From an optimization exercise on the open Yosys and OpenROAD flow, aimed at small area, a short achievable clock period and few clock cycles per item; shortcuts taken in it are not production practice.
At most, simulation tests tie the RTL to the original design; equivalence was not proved.
Function not checked in runs 2 to 5: the RTL went through the layout flow alone.
No activity file was given, so power comes from the tool's default toggle rates.

===== flow/design.v =====
package resizer_pkg;
   localparam int FRAME_W = 8;              
   localparam int FRAME_H = 6;              
   localparam int COL_W   = 4;              
   localparam int ROW_W   = 3;              
   localparam int ADDR_W  = 6;              
   localparam int TAP_OUTER  = -1;          
   localparam int TAP_INNER  = 9;           
   localparam int ROUND_ADD  = 128;         
   localparam int NORM_SHIFT = 8;           
   typedef struct packed {
      logic [7:0] b;
      logic [7:0] g;
      logic [7:0] r;
   } pixel_t;
   typedef struct packed {
      pixel_t row0;                         
      pixel_t row1;                         
      pixel_t row2;                         
      pixel_t row3;                         
   } column_t;
   localparam int COLUMN_BITS = 4 * 24;     
   typedef struct packed {
      logic col_valid;                      
      logic eol;                            
      logic eof;                            
   } beat_tag_t;
endpackage
`timescale 1ns/10ps
module bicubic_resizer (
   input  logic        i_clk,
   input  logic        i_rstn,
   input  logic [31:0] i_s_data,               
   input  logic        i_s_valid,
   output logic        o_s_ready,
   output resizer_pkg::pixel_t      o_m_data,
   output logic        o_m_valid,
   output logic        o_m_eol,
   output logic        o_m_eof,
   input  logic        i_m_ready
);
   logic [23:0] in_pix;
   logic        in_v;
   logic [23:0] r0 [8];
   logic [23:0] r1 [8];
   logic [23:0] r2 [8];
   logic [2:0] x;           
   logic [2:0] r;           
   logic [2:0] vc;          
   logic       fl;          
   logic       prev;        
   logic       prow5;       
   logic       tpend;       
   logic       tis5;        
   logic       sk_v;        
   logic       adv;         
   assign adv = ~sk_v;
   logic       pending;
   logic       st_norm, st_fl, st_any;
   logic [2:0] c;           
   logic       vstep;       
   logic       tonly;       
   logic       vrow5;
   logic       first;
   assign pending = prev | tpend;
   assign st_norm = adv & ~fl & in_v;
   assign st_fl   = adv & (fl | (~in_v & pending));
   assign st_any  = st_norm | st_fl;
   assign first   = ~fl;
   assign c       = fl ? vc : x;
   assign vstep   = st_norm ? ((r >= 3'd2) | prev) : prev;
   assign tonly   = st_fl & ~prev & tpend & (c < 3'd2);
   assign vrow5   = prev & prow5;
   logic is_t, is_b4, is_b5a, is_b5b;
   assign is_t   = ~prev & (r == 3'd2);
   assign is_b4  = prev & ~prow5;
   assign is_b5a = prev & prow5 & (r[0] | (c < x));
   assign is_b5b = prev & prow5 & ~(r[0] | (c < x));
   logic [23:0] h0, h1, h2;
   logic [23:0] ta, tb, tc, td;
   assign h0 = r0[0];
   assign h1 = r1[0];
   assign h2 = r2[0];
   assign ta = (is_t | is_b5b) ? h1 : h2;
   assign tb = is_b5b ? h0 : h1;
   assign tc = is_b5a ? h1 : h0;
   assign td = is_b5a ? h1 : ((is_b4 | is_b5b) ? h0 : in_pix);
   logic       e_em, e_sh, e_eol, e_eof;
   logic       e_a1, e_b2, e_c1, e_d2, e_d1;    
   always_comb begin
      e_em  = 1'b0;
      e_sh  = 1'b0;
      e_eol = 1'b0;
      e_eof = 1'b0;
      e_a1  = 1'b0;
      e_b2  = 1'b0;
      e_c1  = 1'b0;
      e_d2  = 1'b0;
      e_d1  = 1'b0;
      if (st_any && (vstep || tonly)) begin
         e_sh = 1'b1;
         if (c >= 3'd2) begin
            e_em = vstep;
            e_a1 = (c == 3'd2);                           
         end else if (tpend) begin
            e_em  = 1'b1;
            e_eol = (c == 3'd1);
            e_eof = (c == 3'd1) & tis5;
            if (c == 3'd0) begin
               e_d2 = 1'b1;                              
            end else if (tonly && first) begin
               e_sh = 1'b0;                              
               e_a1 = 1'b1;
               e_b2 = 1'b1;
               e_d2 = 1'b1;
            end else begin
               e_c1 = 1'b1;                              
               e_d1 = 1'b1;
            end
         end
      end
   end
   always_ff @(posedge i_clk) begin
      if (st_any) begin
         for (int j = 0; j < 7; j++) begin
            r0[j] <= r0[j+1];
            r1[j] <= r1[j+1];
            r2[j] <= r2[j+1];
         end
         r0[7] <= st_fl ? r0[0] : in_pix;
         r1[7] <= st_fl ? r1[0] : r0[0];
         r2[7] <= st_fl ? r2[0] : r1[0];
      end
   end
   logic prev_n, tpend_n, fl_n;
   always_comb begin
      prev_n  = prev;
      tpend_n = tpend;
      if (st_any) begin
         if (vstep && c == 3'd7 && vrow5) prev_n = 1'b0;
         if (st_norm && x == 3'd7 && r == 3'd5) prev_n = 1'b1;
         if (vstep && c == 3'd7) tpend_n = 1'b1;
         else if ((vstep || tonly) && c == 3'd1) tpend_n = 1'b0;
      end
      fl_n = fl;
      if (st_fl) fl_n = !(!prev_n && !tpend_n && (c + 3'd1 == x));
   end
   always_ff @(posedge i_clk) begin
      if (!i_rstn) begin
         x     <= '0;
         r     <= '0;
         vc    <= '0;
         fl    <= 1'b0;
         prev  <= 1'b0;
         prow5 <= 1'b0;
         tpend <= 1'b0;
         tis5  <= 1'b0;
      end else begin
         prev  <= prev_n;
         tpend <= tpend_n;
         fl    <= fl_n;
         if (st_any && vstep && c == 3'd7) tis5 <= vrow5;
         if (st_norm && x == 3'd7 && r == 3'd5) prow5 <= 1'b0;
         else if (st_any && vstep && c == 3'd7 && prev) prow5 <= 1'b1;
         if (st_norm) begin
            x <= x + 3'd1;
            if (x == 3'd7) r <= (r == 3'd5) ? 3'd0 : r + 3'd1;
         end
         if (st_fl) vc <= c + 3'd1;
      end
   end
   logic take, in_v_n, sk_v_n, hd_free;
   assign take    = o_s_ready & i_s_valid;
   assign in_v_n  = take | (in_v & ~st_norm);
   always_ff @(posedge i_clk) begin
      if (o_s_ready) in_pix <= i_s_data[23:0];     
   end
   always_ff @(posedge i_clk) begin
      if (!i_rstn) begin
         in_v      <= 1'b0;
         o_s_ready <= 1'b1;
      end else begin
         in_v      <= in_v_n;
         o_s_ready <= ~in_v_n | (~sk_v_n & ~fl_n);
      end
   end
   logic [2:0][8:0] p1_bc, p1_ad;
   logic p1_em, p1_sh, p1_eol, p1_eof, p1_a1, p1_b2, p1_c1, p1_d2, p1_d1;
   always_ff @(posedge i_clk) begin
      if (adv) begin
         for (int ch = 0; ch < 3; ch++) begin
            p1_bc[ch] <= {1'b0, tb[ch*8 +: 8]} + {1'b0, tc[ch*8 +: 8]};
            p1_ad[ch] <= {1'b0, ta[ch*8 +: 8]} + {1'b0, td[ch*8 +: 8]};
         end
         p1_eol <= e_eol;
         p1_eof <= e_eof;
         p1_a1  <= e_a1;
         p1_b2  <= e_b2;
         p1_c1  <= e_c1;
         p1_d2  <= e_d2;
         p1_d1  <= e_d1;
      end
   end
   logic signed [13:0] xw [4][3];      
   logic p2_em, p2_eol, p2_eof, p2_a1, p2_b2, p2_c1, p2_d2, p2_d1;
   always_ff @(posedge i_clk) begin
      if (adv && p1_sh) begin
         for (int ch = 0; ch < 3; ch++) begin
            xw[0][ch] <= xw[1][ch];
            xw[1][ch] <= xw[2][ch];
            xw[2][ch] <= xw[3][ch];
            xw[3][ch] <= $signed({1'b0, p1_bc[ch], 3'b000}) + $signed({4'b0, p1_bc[ch]})
                         - $signed({4'b0, p1_ad[ch]});
         end
      end
   end
   always_ff @(posedge i_clk) begin
      if (adv) begin
         p2_eol <= p1_eol;
         p2_eof <= p1_eof;
         p2_a1  <= p1_a1;
         p2_b2  <= p1_b2;
         p2_c1  <= p1_c1;
         p2_d2  <= p1_d2;
         p2_d1  <= p1_d1;
      end
   end
   logic signed [14:0] p3_u [3];
   logic signed [14:0] p3_w [3];
   logic p3_em, p3_eol, p3_eof;
   logic signed [13:0] ha [3], hb [3], hc [3], hd [3];
   always_comb begin
      for (int ch = 0; ch < 3; ch++) begin
         ha[ch] = p2_a1 ? xw[1][ch] : xw[0][ch];
         hb[ch] = p2_b2 ? xw[2][ch] : xw[1][ch];
         hc[ch] = p2_c1 ? xw[1][ch] : xw[2][ch];
         hd[ch] = p2_d1 ? xw[1][ch] : (p2_d2 ? xw[2][ch] : xw[3][ch]);
      end
   end
   always_ff @(posedge i_clk) begin
      if (adv) begin
         for (int ch = 0; ch < 3; ch++) begin
            p3_u[ch] <= 15'(hb[ch]) + 15'(hc[ch]);
            p3_w[ch] <= 15'(ha[ch]) + 15'(hd[ch]) - 15'sd128;
         end
         p3_eol <= p2_eol;
         p3_eof <= p2_eof;
      end
   end
   logic signed [17:0] p4_acc [3];
   logic p4_em, p4_eol, p4_eof;
   always_ff @(posedge i_clk) begin
      if (adv) begin
         for (int ch = 0; ch < 3; ch++)
            p4_acc[ch] <= (18'(p3_u[ch]) <<< 3) + 18'(p3_u[ch]) - 18'(p3_w[ch]);
         p4_eol <= p3_eol;
         p4_eof <= p3_eof;
      end
   end
   always_ff @(posedge i_clk) begin
      if (!i_rstn) begin
         p1_em <= 1'b0;
         p1_sh <= 1'b0;
         p2_em <= 1'b0;
         p3_em <= 1'b0;
         p4_em <= 1'b0;
      end else if (adv) begin
         p1_em <= e_em;
         p1_sh <= e_sh;
         p2_em <= p1_em;
         p3_em <= p2_em;
         p4_em <= p3_em;
      end
   end
   function automatic logic [7:0] clip(input logic signed [17:0] acc);
      if (acc[17])      clip = 8'd0;
      else if (acc[16]) clip = 8'd255;
      else              clip = acc[15:8];
   endfunction
   logic [25:0] pushd;
   logic [25:0] sk;
   logic        push;
   assign pushd   = {p4_eol, p4_eof, clip(p4_acc[2]), clip(p4_acc[1]), clip(p4_acc[0])};
   assign push    = adv & p4_em;
   assign hd_free = ~o_m_valid | i_m_ready;
   assign sk_v_n  = ~hd_free & (sk_v | push);
   always_ff @(posedge i_clk) begin
      if (!i_rstn) begin
         o_m_valid <= 1'b0;
         sk_v      <= 1'b0;
      end else begin
         sk_v <= sk_v_n;
         if (hd_free) o_m_valid <= sk_v | push;
      end
   end
   always_ff @(posedge i_clk) begin
      if (hd_free) begin
         if (sk_v)      {o_m_eol, o_m_eof, o_m_data} <= sk;
         else if (push) {o_m_eol, o_m_eof, o_m_data} <= pushd;
      end
      if (!hd_free && push) sk <= pushd;
   end
endmodule

===== flow/run.sh =====
#!/bin/bash
# synth_recipe.tcl (not shown) runs the flow's synth.tcl, then flattens the netlist and writes it again
# the make line also repeats each setting of config.mk as NAME=value (left out here)
make -C /OpenROAD-flow-scripts/flow DESIGN_CONFIG=/design/flow/config.mk WORK_HOME=/design/flow/orfs CLKGATE_MAP_FILE= SYNTH_SCRIPT=/design/flow/synth_recipe.tcl finish

===== flow/config.mk =====
export PLATFORM = sky130hd
export DESIGN_NAME = bicubic_resizer
export DESIGN_NICKNAME = bicubic_resizer
export VERILOG_FILES = /design/flow/design.v
export SDC_FILE = /design/flow/constraint.sdc
export NUM_CORES = 4
export LEC_CHECK = 0
export CAP_MARGIN = 20
export CORE_MARGIN = 2
export CORE_UTILIZATION = 40
export SLEW_MARGIN = 20

===== flow/constraint.sdc =====
create_clock -name core_clock -period 8.0 [get_ports {i_clk}]
set_input_delay 1.6000 -clock core_clock [delete_from_list [all_inputs] [get_ports {i_clk}]]
set_output_delay 1.6000 -clock core_clock [all_outputs]
set_load 0.01 [all_outputs]

==> results_dict.tcl, run 1 <==
set metrics [dict create \
    max_freq_ghz 0.206 \
    route.detailed.vias_per_inst 4.75 \
    remaining_drc_errors 0 \
    cts.htree.levels 3 \
    post_synth_fa_ha_maj_area_fraction_pct 10.5 \
    clk_transition_reported_paths_ps 70 \
    worst_slew_margin_rel_pct 27.8 \
    dp_hpwl_um 48600 \
    cts_tree "done" \
    synth_xor_xnor_area_share_pct 2.93 \
    critical_path.cell_chain "o21ai_0, ha_1, nor2b_1, o21ai_0, a21oi_1, and3_1, buf_4, nor2_2, buf_4, mux2_2, ha_1, inv_1, fa_1, nor2b_1, o21ai_0, a21boi_0, o21a_1, o21ai_0, nand2b_1, a21o_1" \
    async_flop_share_pct 0 \
    grt_setup_unrepaired "false" \
    num-fill-cells 10300 \
    final.setup.tns_ps 0 \
    initial_utilization_pct 40.2 \
    die_area_um2 121000 \
    drt-wirelength-per-cell_um 14.8 \
    cts_hold_buf 0 \
    yosysWarnings 12 \
    number_of_enable_type_register_cells_in_the_synthesized_netlist 1010 \
    worst_skew_pair.late_latency_ps 670 \
    max_cap_violations 0 \
    crit_path_frequent_cell "sky130_fd_sc_hd__o21ai_0" \
    postRouteAntennaNets 0 \
    pin_count_of_the_biggest_net_entering_global_routing 199 \
    global_route_total_usage_across_every_layer_pct 12.2 \
    path_delay_family "compound AO/OA/AOI/OAI gates" \
    tightestPinTransition_ps 1080 \
    die_w_um 348 \
    postRouteWirelength_um 73200 \
    synthSimpleGateAreaFrac_pct 4.17 \
    cpPeakStageDelay_ps 550 \
    mappedNetlistArea_um2 47300 \
    path_buf_inv 3 \
    number_of_buffer_cells_added_on_primary_ports 55 \
    timing.critical_path.required_ps 8420 \
    post_synth_mux_area_share_pct 7.42 \
    setup_viol_count_final 0 \
    power_leakage_nw 20.0 \
    boundaryPins 64 \
    path_max_fanout 25 \
    core_um2 118000 \
    final_net_count 3706 \
    synth_top_family_by_area "adder cells" \
    worst_setup_path_end_kind "flip-flop" \
    antenna_found_initial 2 \
    post_synth_inst_count 3207 \
    post-route-period-util_pct 60.7 \
    cts_resized 0 \
    cts_setup_buffers 0 \
    syn-num-nets 3596 \
    initial_drt_pass_iterations 5 \
    yosys.cell_types.count 67 \
    ys_seq_elements 1033 \
    final.setup_skew_ps 23.2 \
    most_frequent_cells_in_the_layout "1010 x sky130_fd_sc_hd__edfxtp_1, 346 x sky130_fd_sc_hd__inv_1, 278 x sky130_fd_sc_hd__ha_1" \
    antenna-diode-count 0 \
    path_class "flip-flop to flip-flop" \
    total_cts_buffers 103 \
    report.final.slew_viol_count 0 \
    max-vdd-ir-drop_v 0.000192 \
    power_density_nw_per_um2 283 \
    layout.cells.most_common "sky130_fd_sc_hd__edfxtp_1" \
    global_route_wire_length_before_repair_um 120000 \
    holdCritPathClass "flip-flop to flip-flop" \
    worst_path_max_delay_cell "sky130_fd_sc_hd__o21ai_0" \
    synth_top_flop_cell "sky130_fd_sc_hd__edfxtp_1" \
    power_mw 15.1 \
    gp_congestion 0.778 \
    hold_viol_final 0 \
    post_synth.cell_area_avg_um2 14.7 \
    clock_sink_count 1033 \
    fraction_of_the_yosys_area_taken_by_sequential_cells_pct 65.2 \
    finalWorstPathRequiredPeriod_ps 4850 \
    floorplan.die.height_um 348 \
    row_count 126 \
    gr-total-overflow 0 \
    run_status "finished clean" \
    grt_pass1_vias 23200 \
    p_r_area_growth_vs_syn_pct 12.8 \
    cts-root-buf "sky130_fd_sc_hd__clkbuf_16" \
    start_kind "flip-flop" \
    iteration_0_drc_count_of_the_detailed_router 1383 \
    drive_above_1_share_pct 12.7 \
    crit_arrival_ps 5270 \
    synth_compound_gate_area_share_pct 6.39 \
    clk_path_buf_depth 3 \
    route.vias.total 23400 \
]
[cell usage after synthesis, types with 17 or more instances]
cell type                  count  area share [%]
sky130_fd_sc_hd__inv_1       347             2.8
sky130_fd_sc_hd__o31ai_1      25            0.40
sky130_fd_sc_hd__nor3_1       29            0.31
sky130_fd_sc_hd__mux2_2      227             5.4
sky130_fd_sc_hd__xnor2_1     108             2.0
sky130_fd_sc_hd__dfxtp_1      23            0.97
sky130_fd_sc_hd__o21bai_1     18            0.29
sky130_fd_sc_hd__edfxtp_1   1010              64
sky130_fd_sc_hd__o211ai_1     17            0.27
sky130_fd_sc_hd__o21ai_0     111             1.2
sky130_fd_sc_hd__ha_1        278             7.4
sky130_fd_sc_hd__xor2_1       50            0.93
sky130_fd_sc_hd__o21a_1       34            0.54
sky130_fd_sc_hd__mux2i_1      95             2.0
sky130_fd_sc_hd__nand2b_1     24            0.32
sky130_fd_sc_hd__nand2_1     105            0.83
sky130_fd_sc_hd__clkbuf_1     43            0.34
sky130_fd_sc_hd__fa_1         75             3.2
sky130_fd_sc_hd__a21o_1       38            0.60
sky130_fd_sc_hd__nor2_1      179             1.4
sky130_fd_sc_hd__nor2b_1      40            0.53
sky130_fd_sc_hd__a21oi_1     158             1.7
[registers in the layout (all words and copies together) (netlist names), 3 cells and up]
name,count
p3_u,45
p1_bc,27
r0,192
r,3
xw,168
x,3
p4_acc,30
sk,26
r2,192
p1_ad,27
r1,192
vc,3
o_m_data,24
p3_w,45
in_pix,24
[worst register-to-register path: cells and delay by family (launching register included)]
family,cells,cell delay [ps]
AOI/OAI and AO/OA,8,1730
adders and majority gates,3,730
buffers and inverters,3,680
DFF,1,460
muxes,1,400
and+or+nand+nor,5,600
[metrics by stage]
| stage | cell area [µm²] | hold slack (ps) | instances | utilization [%] | setup slack (ps) |
|---|---|---|---|---|---|
| finish | 53300 | 403 | 4935 | 45.3 | 3150 |
| global placement | 49700 | 400 | 4748 | 42.2 | 3110 |
| detailed placement | 49700 | 405 | 4748 | 42.2 | 3110 |
| floorplan | 47300 | 400 | 3207 | - | 343 |
| global route | 53300 | 416 | 4935 | 45.3 | 2630 |
| CTS | 53300 | 409 | 4935 | 45.3 | 3100 |
[path summary, 6_finish.rpt]
kind / cells past startpoint / to / slack (ps) / startpoint
worst max-delay path: 20 / p1_ad[26] / 3150 / fl
worst min-delay path: 0 / r2[0][21] / 400 / r2[1][21]
worst max register to register: 20 / p1_ad[26] / 3150 / fl
worst min register to register: 0 / r2[0][21] / 400 / r2[1][21]
[kinds of logic (layout without fill, tap and decap cells)]
| kind of cell | count (synthesis) | after routing |
|---|---|---|
| compound gates | 486 | 486 |
| xor+xnor | 158 | 158 |
| fa+ha+maj | 353 | 353 |
| buf+inv | 420 | 612 |
| flops | 1033 | 1033 |
| mux | 322 | 322 |
| simple gates | 435 | 435 |
[power breakdown]
group | total [mW] | internal (mW) | switching (mW)
clock | 5.08 | 3.07 | 2.00
combinational | 2.81 | 1.25 | 1.56
sequential | 7.22 | 7.00 | 0.224
[routing by layer]
| metal | vias up | track usage (%) | share of wire [%] |
|---|---|---|---|
| li1 | 11900 | - | - |
| met1 | 11200 | 18.3 | 52 |
| met2 | 270 | 18.1 | 42 |
| met3 | 98 | 2.12 | 3.5 |
| met4 | 4 | 3.56 | 1.7 |
| met5 | - | 0 | 0.036 |
[layout make-up]
type,instances,area (µm²),area share (%)
Inverter,347,1310,2.45
Sequential cell,1033,30800,57.8
Clock inverter,67,918,1.72
Tap cell,1536,1920,3.61
Timing Repair Buffer,78,761,1.43
Clock buffer,120,2710,5.08
Multi-Input combinational cell,1754,14900,27.9
Testbench counts, summed over its fixed seeds: cycles 3,264, pixels 3,072.
==> run 2: changes to the inputs <==
--- a/flow/design.v
+++ b/flow/design.v
@@ -73,7 +73,12 @@
    assign vrow5   = prev & prow5;
-   logic is_t, is_b4, is_b5a, is_b5b;
-   assign is_t   = ~prev & (r == 3'd2);
-   assign is_b4  = prev & ~prow5;
-   assign is_b5a = prev & prow5 & (r[0] | (c < x));
-   assign is_b5b = prev & prow5 & ~(r[0] | (c < x));
+   function automatic logic [4:0] tap_sel(input logic pv, input logic p5, input logic [2:0] rr,
+                                          input logic lt);
+      logic t, b4, b5a, b5b;
+      t   = ~pv & (rr == 3'd2);
+      b4  = pv & ~p5;
+      b5a = pv & p5 & (rr[0] | lt);
+      b5b = pv & p5 & ~(rr[0] | lt);
+      tap_sel = {t | b5b, b5b, b5a, b5a, b4 | b5b};    
+   endfunction
+   logic sel_a1, sel_b0, sel_c1, sel_d1, sel_d0;
    logic [23:0] h0, h1, h2;
@@ -83,6 +88,6 @@
    assign h2 = r2[0];
-   assign ta = (is_t | is_b5b) ? h1 : h2;
-   assign tb = is_b5b ? h0 : h1;
-   assign tc = is_b5a ? h1 : h0;
-   assign td = is_b5a ? h1 : ((is_b4 | is_b5b) ? h0 : in_pix);
+   assign ta = sel_a1 ? h1 : h2;
+   assign tb = sel_b0 ? h0 : h1;
+   assign tc = sel_c1 ? h1 : h0;
+   assign td = sel_d1 ? h1 : (sel_d0 ? h0 : in_pix);
    logic       e_em, e_sh, e_eol, e_eof;
@@ -134,12 +139,31 @@
    end
-   logic prev_n, tpend_n, fl_n;
+   logic       prev_n, prow5_n, tpend_n, tis5_n, fl_n;
+   logic [2:0] x_n, r_n, vc_n;
    always_comb begin
       prev_n  = prev;
+      prow5_n = prow5;
       tpend_n = tpend;
+      tis5_n  = tis5;
+      x_n     = x;
+      r_n     = r;
+      vc_n    = vc;
       if (st_any) begin
-         if (vstep && c == 3'd7 && vrow5) prev_n = 1'b0;
-         if (st_norm && x == 3'd7 && r == 3'd5) prev_n = 1'b1;
-         if (vstep && c == 3'd7) tpend_n = 1'b1;
-         else if ((vstep || tonly) && c == 3'd1) tpend_n = 1'b0;
+         if (vstep && c == 3'd7) begin
+            tpend_n = 1'b1;
+            tis5_n  = vrow5;
+            if (vrow5) prev_n = 1'b0;
+            if (prev) prow5_n = 1'b1;
+         end else if ((vstep || tonly) && c == 3'd1) begin
+            tpend_n = 1'b0;
+         end
+         if (st_norm && x == 3'd7 && r == 3'd5) begin
+            prev_n  = 1'b1;
+            prow5_n = 1'b0;
+         end
+      end
+      if (st_norm) begin
+         x_n = x + 3'd1;
+         if (x == 3'd7) r_n = (r == 3'd5) ? 3'd0 : r + 3'd1;
       end
+      if (st_fl) vc_n = c + 3'd1;
       fl_n = fl;
@@ -157,14 +181,13 @@
          tis5  <= 1'b0;
+         {sel_a1, sel_b0, sel_c1, sel_d1, sel_d0} <= '0;
       end else begin
+         x     <= x_n;
+         r     <= r_n;
+         vc    <= vc_n;
+         fl    <= fl_n;
          prev  <= prev_n;
+         prow5 <= prow5_n;
          tpend <= tpend_n;
-         fl    <= fl_n;
-         if (st_any && vstep && c == 3'd7) tis5 <= vrow5;
-         if (st_norm && x == 3'd7 && r == 3'd5) prow5 <= 1'b0;
-         else if (st_any && vstep && c == 3'd7 && prev) prow5 <= 1'b1;
-         if (st_norm) begin
-            x <= x + 3'd1;
-            if (x == 3'd7) r <= (r == 3'd5) ? 3'd0 : r + 3'd1;
-         end
-         if (st_fl) vc <= c + 3'd1;
+         tis5  <= tis5_n;
+         {sel_a1, sel_b0, sel_c1, sel_d1, sel_d0} <= tap_sel(prev_n, prow5_n, r_n, fl_n & (vc_n < x_n));
       end
@@ -296,7 +319,4 @@
    always_ff @(posedge i_clk) begin
-      if (hd_free) begin
-         if (sk_v)      {o_m_eol, o_m_eof, o_m_data} <= sk;
-         else if (push) {o_m_eol, o_m_eof, o_m_data} <= pushd;
-      end
-      if (!hd_free && push) sk <= pushd;
+      if (hd_free) {o_m_eol, o_m_eof, o_m_data} <= sk_v ? sk : pushd;
+      if (push) sk <= pushd;
    end
--- a/flow/config.mk
+++ b/flow/config.mk
@@ -10,2 +10,3 @@
 export CORE_UTILIZATION = 40
+export SETUP_SLACK_MARGIN = 5
 export SLEW_MARGIN = 20
==> run 2 against run 1 <==
Against the previous run:
- first-iteration DRC count increased by 30%
- via count increased by 6.1%
- final area increased by 3.9%
- synthesized cell count increased by 5.7%
- fmax increased by 49%
- clock power decreased by 4.5%
- critical path depth decreased by 7
- synthesized area increased by 0.25%
- highest routed layer is now met4
==> results_dict.tcl, run 2 <==
set metrics [dict create \
    layout_top_registers "r0 x192, r1 x192, r2 x192" \
    post-route-period-util_pct 40.7 \
    min_from "r1[1][0]" \
    met2WireLength_um 38100 \
    dp_hpwl_um 50500 \
    min_path_cells 0 \
    synth_top_cell_by_area "sky130_fd_sc_hd__edfxtp_1" \
    floorplan.die.height_um 348 \
    critical_path.cell_chain "buf_12, buf_12, o21ai_1, ha_4, ha_4, fa_2, a21o_1, a21oi_2, o21bai_4, a2111oi_4, o41ai_2, a21oi_1, xnor2_1" \
    cts-root-buf "sky130_fd_sc_hd__clkbuf_16" \
    start_kind "flip-flop" \
    net_switching_fraction_of_the_power_pct 26.1 \
    yosys.cell_types.count 70 \
    comb_power_share_pct 19.2 \
    layout.cells.most_common "sky130_fd_sc_hd__edfxtp_1" \
    num-fill-cells 10200 \
    max-vdd-ir-drop_v 0.000204 \
    utilization_pct 47.0 \
    most_frequent_cells_in_the_layout "1010 x sky130_fd_sc_hd__edfxtp_1, 383 x sky130_fd_sc_hd__inv_1, 266 x sky130_fd_sc_hd__nand2_1" \
    route.vias.total 24900 \
    global_route_total_usage_across_every_layer_pct 13.6 \
    cts_tree "done" \
    fraction_of_the_yosys_area_taken_by_sequential_cells_pct 65.2 \
    synth.top_cells.by_count "1010 x sky130_fd_sc_hd__edfxtp_1, 394 x sky130_fd_sc_hd__inv_1, 277 x sky130_fd_sc_hd__ha_1" \
    post_synth_inst_count 3390 \
    number_of_enable_type_register_cells_in_the_synthesized_netlist 1010 \
    worst_flop_to_flop_path_startpoint "p2_c1" \
    path_delay_family "compound AO/OA/AOI/OAI gates" \
    ys_seq_elements 1037 \
    initial_utilization_pct 40.2 \
    power_density_nw_per_um2 270 \
    power_leakage_nw 20.9 \
    worst_path_max_delay_cell "sky130_fd_sc_hd__edfxtp_1" \
    worst_setup_path_end_kind "flip-flop" \
    synth_top_flop_cell "sky130_fd_sc_hd__edfxtp_1" \
    finalWorstPathRequiredPeriod_ps 3250 \
    syn-num-nets 3778 \
    global_route_wire_length_before_repair_um 131000 \
    iteration_0_drc_count_of_the_detailed_router 1797 \
    max_freq_ghz 0.307 \
    setup_ws_ps 4750 \
    yosysMostFrequentCell "sky130_fd_sc_hd__edfxtp_1" \
    row_count 126 \
    postRouteAntennaNets 0 \
    p_r_area_growth_vs_syn_pct 16.9 \
    hold_viol_final 0 \
    routed-wl-met3_um 2780 \
    critical_path.reg2reg.endpoint "p3_w[0][11]" \
    holdCritPathClass "flip-flop to flip-flop" \
    path_max_fanout 7 \
    timing.critical_path.required_ps 8420 \
    final.setup.tns_ps 0 \
    gp_congestion 0.779 \
    gr-total-overflow 0 \
    final.setup_skew_ps 22.2 \
    initial_drt_pass_iterations 6 \
    final_net_count 3959 \
    setup_viol_count_final 0 \
    antenna_found_initial 0 \
    die_area_um2 121000 \
    remaining_drc_errors 0 \
    clk_path_buf_depth 3 \
    async_flop_share_pct 0 \
    number_of_buffer_cells_added_on_primary_ports 55 \
    die_w_um 348 \
    worst_slew_margin_rel_pct 26.8 \
    antenna-diode-count 0 \
    grt_setup_unrepaired "true" \
    mappedNetlistArea_um2 47400 \
    worst_r2r_path_cells 13 \
    route.detailed.vias_per_inst 4.79 \
    path_buf_inv 2 \
    synth.top_cell.area_share_pct 64.0 \
    internal_power_mw 11.0 \
    area_of_placed_instances_um2 49800 \
    power.share.sequential_pct 48.3 \
    total_cts_buffers 104 \
    ys_top_cells_by_area "sky130_fd_sc_hd__edfxtp_1 64%, sky130_fd_sc_hd__ha_1 7.3%, sky130_fd_sc_hd__fa_1 3.2%" \
    core_um2 118000 \
    clock_sink_count 1037 \
    worst_skew_pair.late_latency_ps 680 \
    drt-wirelength-per-cell_um 16.1 \
    reg2reg_setup_slack_ps 4750 \
    grt_pass1_vias 24400 \
    clk_transition_reported_paths_ps 60 \
    run_status "finished clean" \
    path_class "flip-flop to flip-flop" \
    maxUsedRoutingLayer "met4" \
    routedLengthMet1_um 40800 \
    power_mw 14.9 \
    share_clk_of_total_power_pct 32.5 \
    post_synth.cell_area_avg_um2 14.0 \
    cts_hold_buf 0 \
    crit_arrival_ps 3680 \
    cpPeakStageDelay_ps 430 \
    postRouteWirelength_um 83500 \
    pin_count_of_the_biggest_net_entering_global_routing 198 \
    boundaryPins 64 \
    drive_above_1_share_pct 15.9 \
    hold_end "r1[0][0]" \
    max_cap_violations 0 \
    final_area_um2 55400 \
    yosysWarnings 12 \
    report.final.slew_viol_count 0 \
    switchingPower_mw 3.89 \
    tightestPinTransition_ps 1100 \
    preCtsSetupSlack_ps 3740 \
    cts.htree.levels 3 \
]
==> run 2: cell count changes in the layout (fill, tap and decap cells not counted), moves of 28 or more <==
cell	previous run	this run
sky130_fd_sc_hd__a21oi_1	158	93
sky130_fd_sc_hd__buf_4	20	56
sky130_fd_sc_hd__clkdlybuf4s50_1	55	27
sky130_fd_sc_hd__ha_1	278	241
sky130_fd_sc_hd__inv_1	346	383
sky130_fd_sc_hd__mux2_2	227	123
sky130_fd_sc_hd__nand2_1	105	266
sky130_fd_sc_hd__o21ai_0	111	161
==> run 2: layer usage <==
layer	track usage, %	vias to the layer above
met5	0	-
met4	3.94	0
met3	2.15	130
met2	21.5	318
met1	19.3	11800
li1	-	12600
==> run 2: how the worst max path moves through the flow <==
stage	from	to	slack [ps]	cells past startpoint
2_1_floorplan	sk_v	r0[0][0]	1610	3
5_1_grt	p2_c1	p3_w[0][11]	4600	13
6_report	p2_c1	p3_w[0][11]	4750	13
4_1_cts	p2_c1	p3_u[1][14]	4820	13
3_3_place_gp	p2_c1	p3_w[1][13]	3820	13
3_5_place_dp	p2_a1	p3_w[0][11]	3740	12
==> run 2: power groups by stage <==
stage	Clock (mW)	Combinational (mW)	Sequential, mW
6_report	4.85	2.87	7.21
4_1_cts	5.02	2.84	7.21
3_5_place_dp	0	2.79	7.33
5_1_grt	5.21	3.31	7.27
2_1_floorplan	0	2.24	7.28
3_3_place_gp	0	2.76	7.29
==> run 2: area by class of cell <==
type                            count  area, µm²  share of cell area [%]
Tap cell                         1536       1920                    3.47
Clock inverter                     75        749                    1.35
Multi-Input combinational cell   1877      15800                    28.4
Inverter                          394       1480                    2.68
Timing Repair Buffer              157       1910                    3.44
Sequential cell                  1037      30900                    55.8
Clock buffer                      118       2690                    4.85
==> run 2: what timing repair did <==
action / CTS / global route
buffers inserted: 42 / 24
gates resized for setup: 198 / 137
cloned: 14 / 2
setup endpoints to repair: 577 / 223
pin swaps: 60 / 70
==> run 2: logic make-up after synthesis <==
family	after synthesis	share of synthesized area [%]
flip-flops	1037	65.2
adder cells (fa/ha/maj)	352	10.5
XOR/XNOR	156	2.88
AND/OR/NAND/NOR	587	5.39
multiplexers	227	5.13
buffers and inverters	477	3.78
AO/OA/AOI/OAI	554	7.17
==> run 2: through the flow <==
stage,instances,hold WS [ps]
6_report,5194,403
5_1_grt,5194,410
4_1_cts,5168,406
3_5_place_dp,4919,405
3_3_place_gp,4919,400
2_1_floorplan,3390,400
==> run 3: changes to the inputs <==
--- a/flow/config.mk
+++ b/flow/config.mk
@@ -10,3 +10,3 @@
 export CORE_UTILIZATION = 40
-export SETUP_SLACK_MARGIN = 5
+export SETUP_SLACK_MARGIN = 4
 export SLEW_MARGIN = 20
==> run 3 against run 2 <==
Against the previous run:
- critical path type unchanged
- highest routed layer unchanged
- clock power is 0.8% higher
- register-to-register slack worse by 490 ps
- die area stayed put
- wire length is 7.4% lower
- clock-buffer cell count is 4 lower
- via count is 3.0% lower
- sequential share of layout area is 2.1 points higher
- hold slack better by 6.9 ps
- sequential cell count stayed put
==> results_dict.tcl, run 3 <==
set metrics [dict create \
    boundaryPins 64 \
    route.detailed.vias_per_inst 4.71 \
    cts-root-buf "sky130_fd_sc_hd__clkbuf_16" \
    layout_top_registers "r0 x192, r1 x192, r2 x192" \
    antenna_found_initial 0 \
    yosys.cell_types.count 70 \
    ys_top_cells_by_area "sky130_fd_sc_hd__edfxtp_1 64%, sky130_fd_sc_hd__ha_1 7.3%, sky130_fd_sc_hd__fa_1 3.2%" \
    synthSimpleGateAreaFrac_pct 5.39 \
    holdCritPathClass "flip-flop to flip-flop" \
    initial_drt_pass_iterations 5 \
    floorplan.die.height_um 348 \
    setup_viol_count_final 0 \
    layout.cells.most_common "sky130_fd_sc_hd__edfxtp_1" \
    clock_sink_count 1037 \
    cts.htree.levels 3 \
    run_status "finished clean" \
    final.setup_skew_ps 16.3 \
    power.share.sequential_pct 48.4 \
    core_um2 118000 \
    timing.critical_path.required_ps 8420 \
    die_w_um 348 \
    clk_transition_reported_paths_ps 60 \
    synth_xor_xnor_area_share_pct 2.88 \
    antenna-diode-count 0 \
    global_route_total_usage_across_every_layer_pct 12.8 \
    synth_top_cell_by_area "sky130_fd_sc_hd__edfxtp_1" \
    final.hold.worst_slack_ps 410 \
    min_path_cells 0 \
    route.vias.total 24100 \
    path_class "flip-flop to flip-flop" \
    max_cap_violations 0 \
    power_mw 14.9 \
    net_switching_fraction_of_the_power_pct 26.0 \
    die_area_um2 121000 \
    fraction_of_the_yosys_area_taken_by_sequential_cells_pct 65.2 \
    drt-wirelength-per-cell_um 15.1 \
    cts_hold_buf 0 \
    grt_pass1_vias 24100 \
    syn-num-nets 3778 \
    p_r_area_growth_vs_syn_pct 12.7 \
    report.final.slew_viol_count 0 \
    ys_seq_elements 1037 \
    async_flop_share_pct 0 \
    post_synth_mux_area_share_pct 5.13 \
    post_synth_fa_ha_maj_area_fraction_pct 10.5 \
    grt_setup_unrepaired "false" \
    initial_utilization_pct 40.2 \
    path_max_fanout 42 \
    yosysWarnings 12 \
    crit_arrival_ps 4160 \
    worst_skew_pair.late_latency_ps 680 \
    comb_power_share_pct 18.7 \
    clk_path_buf_depth 3 \
    tightestPinTransition_ps 1040 \
    final.setup.tns_ps 0 \
    gp_congestion 0.786 \
    number_of_enable_type_register_cells_in_the_synthesized_netlist 1010 \
    worst_r2r_path_cells 12 \
    post_synth.cell_area_avg_um2 14.0 \
    synth_compound_gate_area_share_pct 7.17 \
    start_kind "flip-flop" \
    finalWorstPathRequiredPeriod_ps 3740 \
    max-vdd-ir-drop_v 0.000185 \
    max_freq_ghz 0.267 \
    power_leakage_nw 20.2 \
    post_synth_inst_count 3390 \
    power_density_nw_per_um2 279 \
    synth_top_family_by_area "adder cells" \
    critical_path.cell_chain "buf_8, mux2_2, ha_1, ha_1, fa_1, a21o_1, a21oi_1, o21bai_1, a2111oi_2, o41ai_1, a21oi_1, xnor2_1" \
    worst_slew_margin_rel_pct 30.4 \
    final_net_count 3880 \
    number_of_buffer_cells_added_on_primary_ports 55 \
    pin_count_of_the_biggest_net_entering_global_routing 190 \
    synth_top_flop_cell "sky130_fd_sc_hd__edfxtp_1" \
    postRouteWirelength_um 77300 \
    synth.top_cells.by_count "1010 x sky130_fd_sc_hd__edfxtp_1, 394 x sky130_fd_sc_hd__inv_1, 277 x sky130_fd_sc_hd__ha_1" \
    synth.top_cell.area_share_pct 64.0 \
    global_route_wire_length_before_repair_um 125000 \
    internal_power_mw 11.0 \
    mappedNetlistArea_um2 47400 \
    utilization_pct 45.3 \
    total_cts_buffers 105 \
    share_clk_of_total_power_pct 32.9 \
    row_count 126 \
    switchingPower_mw 3.88 \
    cts_tree "done" \
    drive_above_1_share_pct 9.64 \
    postRouteAntennaNets 0 \
    cpPeakStageDelay_ps 460 \
    dp_hpwl_um 50900 \
    worst_path_max_delay_cell "sky130_fd_sc_hd__fa_1" \
    worst_setup_path_end_kind "flip-flop" \
    iteration_0_drc_count_of_the_detailed_router 1802 \
    hold_viol_final 0 \
    gr-total-overflow 0 \
    most_frequent_cells_in_the_layout "1010 x sky130_fd_sc_hd__edfxtp_1, 393 x sky130_fd_sc_hd__inv_1, 277 x sky130_fd_sc_hd__ha_1" \
    remaining_drc_errors 0 \
    yosysMostFrequentCell "sky130_fd_sc_hd__edfxtp_1" \
    post-route-period-util_pct 46.7 \
]
-- run 3: final cells by class --
class / instances / area [µm²]
multi-input combinational: 1877 / 14800
clock buffer: 114 / 2680
timing repair buffer: 77 / 813
clock inverter: 80 / 830
tap: 1536 / 1920
sequential: 1037 / 30900
inverter: 394 / 1480
fill: 10300 / 64400
-- run 3: layer usage --
metal  vias to the layer above  share of wire (%)  track usage, %
li1                      12400                  -               -
met1                     11300                 51            18.7
met2                       273                 43            19.5
met3                       106                3.4            2.06
met4                         0                1.9            3.78
met5                         -                  0               0
-- run 3: final timing paths --
path,startpoint,slack [ps],endpoint
min,r1[6][0],410,r1[5][0]
max reg2reg,p2_a1,4260,p3_w[0][11]
max,p2_a1,4260,p3_w[0][11]
min reg2reg,r1[6][0],410,r1[5][0]
-- run 3: timing repair --
item	in CTS	in global routing
endpoints found under the setup margin	66	67
cloned	0	1
pin swaps	0	1
resized for setup	6	17
setup buffers	0	0
-- run 3: cells by family after synthesis --
logic type	Yosys count
buffers and inverters	477
AND/OR/NAND/NOR	587
AO/OA/AOI/OAI	554
multiplexers	227
flip-flops	1037
XOR/XNOR	156
adder cells (fa/ha/maj)	352
-- run 3: critical path, delay by kind of cell, from the launching register on --
family	cells	cell delay, ps
mux	1	390
buf+inv	1	370
fa+ha+maj	3	960
flops	1	360
xor+xnor	1	90
compound gates	6	1320
-- run 3: power by group through the flow --
stage,Clock [mW],Combinational [mW],Sequential (mW)
after CTS,5.06,2.83,7.21
after detailed placement,0,2.80,7.32
after global routing,5.28,3.22,7.27
final,4.89,2.79,7.21
after floorplan,0,2.24,7.28
after global placement,0,2.76,7.29
-- run 3: stage by stage --
step | std cells | cell area [µm²] | worst slack, ps
after floorplan | 3390 | 47400 | 1610
after global placement | 4920 | 49800 | 3620
after detailed placement | 4920 | 49800 | 3610
after CTS | 5114 | 53300 | 4000
after global routing | 5115 | 53400 | 4000
final | 5115 | 53400 | 4260
==> run 4: changes to the inputs <==
--- a/flow/design.v
+++ b/flow/design.v
@@ -58,3 +58,3 @@
    logic       pending;
-   logic       st_norm, st_fl, st_any;
+   logic       st_norm, st_fl, st_any;    
    logic [2:0] c;           
@@ -65,5 +65,2 @@
    assign pending = prev | tpend;
-   assign st_norm = adv & ~fl & in_v;
-   assign st_fl   = adv & (fl | (~in_v & pending));
-   assign st_any  = st_norm | st_fl;
    assign first   = ~fl;
@@ -198,3 +195,3 @@
    always_ff @(posedge i_clk) begin
-      if (o_s_ready) in_pix <= i_s_data[23:0];     
+      if (~in_v | st_norm) in_pix <= i_s_data[23:0];     
    end
@@ -204,2 +201,5 @@
          o_s_ready <= 1'b1;
+         st_norm   <= 1'b0;
+         st_fl     <= 1'b0;
+         st_any    <= 1'b0;
       end else begin
@@ -207,2 +207,5 @@
          o_s_ready <= ~in_v_n | (~sk_v_n & ~fl_n);
+         st_norm   <= ~sk_v_n & ~fl_n & in_v_n;
+         st_fl     <= ~sk_v_n & (fl_n | (~in_v_n & (prev_n | tpend_n)));
+         st_any    <= ~sk_v_n & (fl_n | in_v_n | prev_n | tpend_n);
       end
--- a/flow/config.mk
+++ b/flow/config.mk
@@ -10,3 +10,3 @@
 export CORE_UTILIZATION = 40
-export SETUP_SLACK_MARGIN = 4
+export SETUP_SLACK_MARGIN = 5
 export SLEW_MARGIN = 20
==> run 4 against run 3 <==
Against the previous run:
- still clean on timing, DRC and antenna
- final area increased by 4.2%
- sequential power decreased by 5.8%
- final cell count about the same
- utilization increased by 1.8 points
- first-iteration DRC count decreased by 22%
- global-route usage increased by 0.47 points
- wire length increased by 7.8%
- via count increased by 2.4%
- synthesized cell count decreased by 2.3%
- critical path depth increased by 2
- sequential cell count increased by 3
- synthesized area increased by 0.58%
- critical path type unchanged
- critical endpoint is now p3_w[2][13]
==> results_dict.tcl, run 4 <==
set metrics [dict create \
    critical_path.reg2reg.endpoint "p3_w[2][13]" \
    run_status "finished clean" \
    holdCritPathClass "flip-flop to flip-flop" \
    worst_flop_to_flop_path_startpoint "p2_a1" \
    antenna_found_initial 0 \
    post_synth_mux_area_share_pct 6.36 \
    post_synth_inst_count 3313 \
    power_mw 14.1 \
    max_freq_ghz 0.311 \
    global_route_total_usage_across_every_layer_pct 13.2 \
    ys_top_cells_by_area "sky130_fd_sc_hd__edfxtp_1 64%, sky130_fd_sc_hd__ha_1 7.2%, sky130_fd_sc_hd__mux2_2 4.1%" \
    p_r_area_growth_vs_syn_pct 16.7 \
    final.setup_skew_ps 25.1 \
    number_of_enable_type_register_cells_in_the_synthesized_netlist 1010 \
    total_cts_buffers 107 \
    num-fill-cells 10100 \
    tightestPinTransition_ps 964 \
    start_kind "flip-flop" \
    report.final.slew_viol_count 0 \
    final.setup.tns_ps 0 \
    grt_pass1_vias 24300 \
    ys_seq_elements 1040 \
    reg2reg_setup_slack_ps 4790 \
    post-route-period-util_pct 40.2 \
    synth_xor_xnor_area_share_pct 2.57 \
    crit_arrival_ps 3650 \
    postRouteWirelength_um 83300 \
    layout.cells.most_common "sky130_fd_sc_hd__edfxtp_1" \
    hold_viol_final 0 \
    yosys.cell_types.count 65 \
    yosysMostFrequentCell "sky130_fd_sc_hd__edfxtp_1" \
    power_leakage_nw 20.7 \
    worst_path_max_delay_cell "sky130_fd_sc_hd__edfxtp_1" \
    floorplan.die.height_um 349 \
    cp-startpoint "p2_a1" \
    global_route_wire_length_before_repair_um 129000 \
    layout_top_registers "r0 x192, r1 x192, r2 x192" \
    drt-wirelength-per-cell_um 16.3 \
    cpPeakStageDelay_ps 360 \
    syn-num-nets 3700 \
    initial_drt_pass_iterations 4 \
    critical_path.cell_chain "buf_6, buf_12, buf_12, mux2_2, ha_1, ha_2, fa_2, a21o_1, a21oi_2, nand2b_4, a21oi_1, o31a_1, o21ai_2, xnor2_1" \
    worst_skew_pair.late_latency_ps 690 \
    max_cap_violations 0 \
    regArea_um2 30900 \
    synth.top_cells.by_count "1010 x sky130_fd_sc_hd__edfxtp_1, 357 x sky130_fd_sc_hd__inv_1, 276 x sky130_fd_sc_hd__ha_1" \
    setup.worst_path.end "p3_w[2][13]" \
    worst_slew_margin_rel_pct 35.7 \
    iteration_0_drc_count_of_the_detailed_router 1405 \
    power_density_nw_per_um2 253 \
    synth_top_family_by_area "adder cells" \
    initial_utilization_pct 40.4 \
    final.hold.worst_slack_ps 401 \
    synth.top_cell.area_share_pct 63.7 \
    worst_setup_path_end_kind "flip-flop" \
    final_net_count 3874 \
    row_count 126 \
    path_max_fanout 7 \
    synthSimpleGateAreaFrac_pct 5.06 \
    drive_above_1_share_pct 17.2 \
    dp_hpwl_um 51900 \
    post_synth_fa_ha_maj_area_fraction_pct 10.4 \
    max-vdd-ir-drop_v 0.000183 \
    gr-total-overflow 0 \
    boundaryPins 64 \
    die_area_um2 122000 \
    grt_setup_unrepaired "true" \
    synth_top_flop_cell "sky130_fd_sc_hd__edfxtp_1" \
    area_of_the_multi_input_gates_um2 16100 \
    clk_path_buf_depth 3 \
    core_um2 118000 \
    gp_congestion 0.770 \
    utilization_pct 47.1 \
    yosysWarnings 12 \
    timing.critical_path.required_ps 8440 \
    worst_r2r_path_cells 14 \
    path_class "flip-flop to flip-flop" \
    antenna-diode-count 0 \
    clock_sink_count 1040 \
    pin_count_of_the_biggest_net_entering_global_routing 209 \
    most_frequent_cells_in_the_layout "1010 x sky130_fd_sc_hd__edfxtp_1, 350 x sky130_fd_sc_hd__inv_1, 238 x sky130_fd_sc_hd__ha_1" \
    fraction_of_the_yosys_area_taken_by_sequential_cells_pct 64.9 \
    cts_hold_buf 0 \
    async_flop_share_pct 0 \
    number_of_buffer_cells_added_on_primary_ports 55 \
    mappedNetlistArea_um2 47600 \
    synth_top_cell_by_area "sky130_fd_sc_hd__edfxtp_1" \
    crit_path_frequent_cell "sky130_fd_sc_hd__buf_12" \
    postRouteAntennaNets 0 \
    route.vias.total 24700 \
    setup_viol_count_final 0 \
    remaining_drc_errors 0 \
    finalWorstPathRequiredPeriod_ps 3210 \
    cts_tree "done" \
    post_synth.cell_area_avg_um2 14.4 \
    clk_transition_reported_paths_ps 60 \
    die_w_um 349 \
    route.detailed.vias_per_inst 4.83 \
    cts-root-buf "sky130_fd_sc_hd__clkbuf_16" \
    cts.htree.levels 3 \
    synth_compound_gate_area_share_pct 7.25 \
]
## run 4: worst max-delay path: cells and delay by family (launching register included)
family,cells,cell delay [ps]
AO/OA/AOI/OAI,5,870
adder cells (fa/ha/maj),3,740
buffers and inverters,3,420
flip-flops,1,360
multiplexers,1,340
AND/OR/NAND/NOR,1,150
XOR/XNOR,1,70
## run 4: how the worst min path moves through the flow
stage          cells after the start  slack (ps)         to      start
2_1_floorplan                      0         400      p2_a1      p1_a1
3_3_place_gp                       0         400   r0[1][8]   r0[2][8]
3_5_place_dp                       0         400     p3_eol     p2_eol
4_1_cts                            0         390  r2[0][17]  r2[1][17]
5_1_grt                            0         400  r2[0][17]  r2[1][17]
6_report                           0         400  r2[0][17]  r2[1][17]
## run 4: cell families (layout without fill, tap and decap cells)
group                      after synthesis  after routing
DFF                                   1040           1040
AOI/OAI and AO/OA                      541            541
and+or+nand+nor                        524            524
buffers and inverters                  436            703
adders and majority gates              351            351
muxes                                  281            281
xor gates and xnor gates               140            140
## run 4: routing by layer
| layer | track usage (%) | wire length, µm | vias to the layer above |
|---|---|---|---|
| met5 | 0 | 0 | - |
| met4 | 4.20 | 2110 | 0 |
| met3 | 2.16 | 2510 | 124 |
| met2 | 20.9 | 38100 | 270 |
| met1 | 18.7 | 40600 | 11900 |
| li1 | - | - | 12400 |
## run 4: repair_timing
| action | in CTS | in global routing |
|---|---|---|
| buffers inserted | 29 | 25 |
| gates resized for setup | 128 | 165 |
| pin swaps | 31 | 71 |
| cloned | 6 | 5 |
| setup endpoints to repair | 95 | 78 |
## run 4: layout make-up
cell class,instances,share of cell area [%]
sequential,1040,55.6
multi-input combinational,1837,28.9
clock buffer,119,4.93
tap,1536,3.46
timing repair buffer,144,2.97
inverter,357,2.42
clock inverter,83,1.65
## run 4: power breakdown
group	leakage [nW]	internal (mW)	switching (mW)	total [mW]
registers	10.1	6.62	0.165	6.79
clock network	1.77	3.00	2.10	5.11
logic	8.87	0.931	1.27	2.20
## run 4: metrics by stage
step                      instances  area, µm²  worst slack (ps)
after global placement         4847      50100              3880
after detailed placement       4847      50100              3850
final                          5116      55600              4790
after floorplan                3313      47900              2490
after CTS                      5084      54600              4770
after global routing           5116      55600              4670
==> run 5: changes to the inputs <==
--- a/flow/config.mk
+++ b/flow/config.mk
@@ -9,3 +9,4 @@
 export CORE_MARGIN = 2
-export CORE_UTILIZATION = 40
+export CORE_UTILIZATION = 65
+export PLACE_DENSITY = 0.75
 export SETUP_SLACK_MARGIN = 5
==> run 5 against run 4 <==
Against the previous run:
- critical path type unchanged
- still clean on timing, DRC and antenna
- sequential share of layout area up 0.96 points
- via count is 5.2% higher
- synthesized cell count unchanged
- combinational power is essentially flat
- final cell count is 11% lower
- global-route usage grew 8.8 points
- critical path depth is 2 lower
==> results_dict.tcl, run 5 <==
set metrics [dict create \
    critical_path.reg2reg.endpoint "p3_w[0][10]" \
    antenna_found_initial 0 \
    grt_setup_unrepaired "true" \
    ys_top_cells_by_area "sky130_fd_sc_hd__edfxtp_1 64%, sky130_fd_sc_hd__ha_1 7.2%, sky130_fd_sc_hd__mux2_2 4.1%" \
    postRouteWirelength_um 88200 \
    cts_tree "done" \
    min_path_cells 0 \
    hold_viol_final 0 \
    fraction_of_the_yosys_area_taken_by_sequential_cells_pct 64.9 \
    postRouteAntennaNets 0 \
    initial_utilization_pct 65.5 \
    met2WireLength_um 41400 \
    remaining_drc_errors 0 \
    setup_viol_count_final 0 \
    ys_seq_elements 1040 \
    final_area_um2 54700 \
    floorplan.die.height_um 275 \
    antenna-diode-count 0 \
    num-fill-cells 4287 \
    most_frequent_cells_in_the_layout "1010 x sky130_fd_sc_hd__edfxtp_1, 350 x sky130_fd_sc_hd__inv_1, 246 x sky130_fd_sc_hd__ha_1" \
    mappedNetlistArea_um2 47600 \
    boundaryPins 64 \
    clk_transition_reported_paths_ps 60 \
    final.setup.tns_ps 0 \
    yosysMostFrequentCell "sky130_fd_sc_hd__edfxtp_1" \
    row_count 99 \
    pin_count_of_the_biggest_net_entering_global_routing 219 \
    drt-wirelength-per-cell_um 19.4 \
    post-route-period-util_pct 41.3 \
    route.detailed.vias_per_inst 5.73 \
    yosysWarnings 12 \
    synth_top_flop_cell "sky130_fd_sc_hd__edfxtp_1" \
    hold_end "r0[0][16]" \
    number_of_buffer_cells_added_on_primary_ports 55 \
    worst_setup_path_end_kind "flip-flop" \
    global_route_total_usage_across_every_layer_pct 22.0 \
    critical_path.cell_chain "buf_4, clkbuf_16, mux2_2, ha_4, ha_4, a21o_1, a21o_1, a211oi_2, o21bai_1, a21oi_2, nor4bb_1, or3_1" \
    max-vdd-ir-drop_v 0.000234 \
    final.setup_skew_ps 23.1 \
    max_freq_ghz 0.302 \
    synth.top_cells.by_count "1010 x sky130_fd_sc_hd__edfxtp_1, 357 x sky130_fd_sc_hd__inv_1, 276 x sky130_fd_sc_hd__ha_1" \
    worst_r2r_path_cells 12 \
    cpPeakStageDelay_ps 420 \
    initial_drt_pass_iterations 5 \
    area_of_placed_instances_um2 49400 \
    dp_hpwl_um 51800 \
    die_w_um 275 \
    timing.critical_path.required_ps 8390 \
    post_synth_inst_count 3313 \
    power_mw 13.8 \
    layout.cells.most_common "sky130_fd_sc_hd__edfxtp_1" \
    total_cts_buffers 100 \
    gr-total-overflow 0 \
    die_area_um2 75500 \
    path_class "flip-flop to flip-flop" \
    min_from "r0[1][16]" \
    power_density_nw_per_um2 252 \
    crit_arrival_ps 3700 \
    gp_congestion 0.891 \
    clk_path_buf_depth 3 \
    power_leakage_nw 20.7 \
    tightestPinTransition_ps 1040 \
    holdCritPathClass "flip-flop to flip-flop" \
    path_max_fanout 5 \
    routed-wl-met3_um 3430 \
    yosys.cell_types.count 65 \
    routedLengthMet1_um 39600 \
    async_flop_share_pct 0 \
    worst_slew_margin_rel_pct 30.7 \
    post_synth.cell_area_avg_um2 14.4 \
    drive_above_1_share_pct 17.3 \
    syn-num-nets 3700 \
    run_status "finished clean" \
    cts_hold_buf 0 \
    worst_path_max_delay_cell "sky130_fd_sc_hd__edfxtp_1" \
    max_cap_violations 0 \
    cts.htree.levels 3 \
    worst_skew_pair.late_latency_ps 650 \
    number_of_enable_type_register_cells_in_the_synthesized_netlist 1010 \
    reg2reg_setup_slack_ps 4690 \
    iteration_0_drc_count_of_the_detailed_router 1951 \
    p_r_area_growth_vs_syn_pct 14.8 \
    route.vias.total 26000 \
    grt_pass1_vias 25500 \
    layout_top_registers "r0 x192, r1 x192, r2 x192" \
    core_um2 72700 \
    report.final.slew_viol_count 0 \
    cts-root-buf "sky130_fd_sc_hd__clkbuf_16" \
    utilization_pct 75.2 \
    clock_sink_count 1040 \
    finalWorstPathRequiredPeriod_ps 3310 \
    worst_flop_to_flop_path_startpoint "p2_a1" \
    synth.top_cell.area_share_pct 63.7 \
    start_kind "flip-flop" \
    global_route_wire_length_before_repair_um 132000 \
    maxUsedRoutingLayer "met4" \
    final_net_count 3883 \
    synth_top_cell_by_area "sky130_fd_sc_hd__edfxtp_1" \
]
[run 5: cell types whose count changed in the layout (fill, tap and decap cells not counted), sizes merged]
cell | before | now
clkinv | 56 | 34
buf | 83 | 92
clkbuf | 124 | 132
bufinv | 16 | 12
clkdlybuf4s15 | 3 | 0
dlygate4sd2 | 25 | 28
inv | 360 | 362
bufbuf | 1 | 2
clkinvlp | 8 | 9
[run 5: layout make-up]
type | count | area [µm²] | area share (%)
flip-flops and latches | 1040 | 30900 | 56.6
well taps | 959 | 1200 | 2.19
clock buffers | 121 | 2670 | 4.87
inverters | 357 | 1340 | 2.46
multi-input cells | 1837 | 16000 | 29.2
repair buffers | 160 | 1830 | 3.35
clock inverters | 60 | 712 | 1.30
[run 5: critical path, delay by kind of cell (launching register included)]
family,cells,cell delay (ps)
flip-flops,1,420
AO/OA/AOI/OAI,5,950
AND/OR/NAND/NOR,2,440
buffers and inverters,2,390
multiplexers,1,360
adder cells (fa/ha/maj),2,490
[run 5: report_power, final]
| part | leakage (nW) | internal (mW) | switching, mW |
|---|---|---|---|
| clock | 1.63 | 2.78 | 2.00 |
| combinational | 8.99 | 0.939 | 1.26 |
| sequential | 10.1 | 6.63 | 0.190 |
[run 5: repair_timing]
| item | CTS | global route |
|---|---|---|
| pin swaps | 25 | 79 |
| setup endpoints to repair | 258 | 380 |
| buffers inserted | 27 | 39 |
| gates cloned | 6 | 11 |
| resized for setup | 95 | 181 |
[run 5: cells by family after synthesis]
family,after synthesis,synth area share [%]
AO/OA/AOI/OAI,541,7.25
flip-flops,1040,64.9
multiplexers,281,6.36
AND/OR/NAND/NOR,524,5.06
buffers and inverters,436,3.45
adder cells (fa/ha/maj),351,10.4
XOR/XNOR,140,2.57
[run 5: how the worst max path moves through the flow]
stage / start / endpoint / cells past startpoint
floorplan: st_any / sel_a1 / 7
global placement: p2_b2 / p3_u[2][14] / 12
detailed placement: p2_b2 / p3_u[2][14] / 12
CTS: p2_a1 / p3_w[2][14] / 11
global route: p2_a1 / p3_w[0][10] / 12
finish: p2_a1 / p3_w[0][10] / 12
[run 5: layer usage]
metal	vias up	track usage (%)
met3	190	2.73
met1	12800	31.7
met4	0	7.35
met2	602	35.3
li1	12400	-
met5	-	0
[run 5: through the flow]
stage          worst slack [ps]  hold slack [ps]  std cells
2_1_floorplan              2490              400       3313
3_3_place_gp               4070              400       4270
3_5_place_dp               4030              405       4270
4_1_cts                    4850              408       4484
5_1_grt                    4620              413       4534
6_report                   4690              403       4534

==> afterwards: timing with drivers on the ports <==
The flow's constraints put no driver on any port. The routed layouts listed below were extracted and timed again, unchanged, in two steps.
Step 1: set_driving_cell puts a clkbuf_16 on i_clk and a buf_2 on each other input, an assumption about the parent block.
Step 2, shift: input delay + t, output delay - t, t = (earliest + latest rising clock arrival at the registers) / 2. This alone moves slack from input paths to output paths.
a / b / c = ideal / step 1 / step 2; a / b = the first two.
run	t, ns	setup slack, ns	cell pins on the clock port's net
run 1	0.722	3.148 / 3.148 / 3.148	1
run 2	0.738	4.746 / 4.746 / 4.692	1
run 3	0.740	4.260 / 4.260 / 4.260	1
run 4	0.754	4.785 / 4.785 / 4.652	1
run 5	0.704	4.694 / 4.694 / 4.694	1
After both steps setup and hold are still met in every run listed. The setup slack of run 4, which loses most, moves by 0.000 ns with the drivers and by -0.133 ns with both steps.
